This design comes from an exercise in tuning for small area, a short achievable clock period and few clock cycles on the open sky130 flow, not from production work.
Where RTL was checked, it was by simulation tests only, not by an equivalence proof against the original.
Power is estimated from default activity; no workload was simulated.

## job 1474
## snow_column_top
module snow_column_top
(
	input wire clk,
	input wire rst,
	input wire wb_cyc,
	input wire wb_stb,
	input wire wb_we,
	input snow_pkg::wb_addr_t wb_adr,
	input snow_pkg::wb_data_t wb_wdata,
	output snow_pkg::wb_data_t wb_rdata,
	output logic wb_ack
);
clock: 22.0 ns
lec_check: 0
cap_margin: 20
core_margin: 2
core_utilization: 40
cts_cluster_diameter: 100
cts_cluster_size: 30
slew_margin: 20
standard.sh (not shown) runs the stock make flow with config.mk's settings and CLKGATE_MAP_FILE= SYNTH_SCRIPT=/design/flow/synth_recipe.tcl, a recipe that flattens the netlist after the stock synthesis.
==> flow/flow/run.sh <==
#!/bin/bash
set -eo pipefail
export SETUP_SLACK_MARGIN=16.5
bash standard.sh > standard.log 2>&1
No stage failed in job 1474, and the final checks on the layout all came back clean.
Modified inputs, job 3681 compared to job 1474
Settings: clearing CTS_CLUSTER_SIZE, which used to be 30; clearing CTS_CLUSTER_DIAMETER, which used to be 100.
### Flow results
Between job 3681 and job 1474, it is job 3681 whose power consumption is higher, by about 20%. Job 3681 vs. job 1474: combinational power held, via count went up 234, fraction of met2 tracks used by global routing went up 0.55 points.
No run of this note included a check of the RTL's function; only the layout flow was run.

---

Setup of v2:
snow_column_top, a different RTL version from the one above (not shown whole).
Size in the first run: ~2100 cells after synthesis, roughly 480 flip-flops, about 73 I/O pins.
==> flow/config.mk <==
export PLATFORM = sky130hd
export DESIGN_NAME = snow_column_top
export DESIGN_NICKNAME = snow_column_top
export VERILOG_FILES = /design/flow/design.v
export SDC_FILE = /design/flow/constraint.sdc
export NUM_CORES = 4
export LEC_CHECK = 0
export CAP_MARGIN = 20
export CORE_MARGIN = 2
export CORE_UTILIZATION = 40
export CTS_CLUSTER_DIAMETER = 100
export CTS_CLUSTER_SIZE = 20
export PLACE_DENSITY = 0.75
export SLEW_MARGIN = 20
==> flow/constraint.sdc <==
create_clock -name core_clock -period 22.0 [get_ports {clk}]
set_input_delay 4.4000 -clock core_clock [delete_from_list [all_inputs] [get_ports {clk}]]
set_output_delay 4.4000 -clock core_clock [all_outputs]
set_load 0.01 [all_outputs]
Scripts as last shown in full above: flow/flow/run.sh
Having completed the whole flow, v2 delivered a layout that passed the timing, design-rule and antenna checks.
Testbench counts of v2, summed over its fixed seeds: cycles 33,864.
#### Input delta (v38 over v2)
Settings: swapping 40 for 55 in CORE_UTILIZATION; clearing PLACE_DENSITY, which used to be 0.75.
==> comparison <==
Diff v2 -> v38: average detailed-routed wire length per instance up about 11%, combined buffer and inverter count along the critical path up 1, leakage component of the power up 0.53%, number of standard cells in the final layout excluding fillers down 212, final worst hold slack down 0.0081 ns.
Sort v2 and v38 by placed cell count desc -> top: v2
Clock transition at the registers of the reported paths: v2 vs v38 — no meaningful difference
--- input diff v38..v48 ---
Settings: CORE_UTILIZATION changed from 55 to 40.
Notes after the runs:
v48 finished every step from synthesis to the final layout, and the layout passed the timing, design-rule and antenna checks. Routed length on met3 delta for v48 relative to v38: 8.0% lower. Relative to v38, static leakage has decreased by 0.95% in v48. Looking only at cell area, and setting everything else aside, the higher value of v38 and v48 goes to v48. | smallest hold slack | v48 vs v38 | 0.0050 ns higher |. Looking at internal power, v48 sits 0.65% higher than v38 does. Comparing v38 and v48, the higher area fraction of clock buffers and clock inverters is on v48. Against v38 as the reference, v48 delivers a higher normalized max-slew margin. The core of v48 is less densely filled than that of v38. Looking at clock tree buffer count of the final layout, v48 sits 1 higher than v38 does.
Edits applied to the flow inputs when going from v48 to v1:
Settings: clearing CTS_CLUSTER_DIAMETER, which used to be 100; clearing CTS_CLUSTER_SIZE, which used to be 20.
### Flow results
- Result: PASS for each of v1 and v48
- Length of routed wiring on met1: v48 vs v1, no meaningful difference
- Non-clock buffer count was lower in v48 than in v1.
- Final-report setup violation count came out exactly the same in v1 and v48.
- Measured against v48, the overall power after layout of v1 comes out at 1.19 times the reference value.
- In the tables for v1 and v48, peak supply drop reads lower with v48.
- As far as number of distinct library cells after synthesis goes, v48 and v1 are indistinguishable; the numbers are identical.

port drivers added, routing unchanged:
In the flow no input, the clock included, has a driving cell. The finished layouts below were timed again as built, in two steps. Step 1: set_driving_cell puts a clkbuf_16 on clk and a buf_2 on each other input, an assumption about the parent block. Step 2 moves the port delays by t, midway between the first and last clock arrival at a register: inputs arrive t later, outputs are due t later. That takes back most of the time a late clock gives input paths. Three values: ideal ports, drivers, drivers and shift; two values: the first two.
| run | t, ns | setup WS [ns] | clock arrival spread, ns |
|---|---|---|---|
| job 1474 | 0.636 | 16.516 / 16.461 / 15.919 | 0.035 / 0.036 |
| job 3681 | 0.656 | 16.508 / 16.455 / 15.882 | 0.022 / 0.022 |
| v2 | 0.651 | 16.528 / 16.468 / 15.940 | 0.021 / 0.021 |
| v38 | 0.647 | 16.512 / 16.476 / 15.892 | 0.033 / 0.033 |
| v48 | 0.645 | 16.492 / 16.466 / 15.869 | 0.024 / 0.024 |
| v1 | 0.659 | 16.534 / 16.475 / 15.899 | 0.023 / 0.023 |
After both steps setup and hold are still met in every run listed. For v1, which loses most, drivers alone change the setup slack by -0.059 ns; drivers and shift together by -0.635 ns.
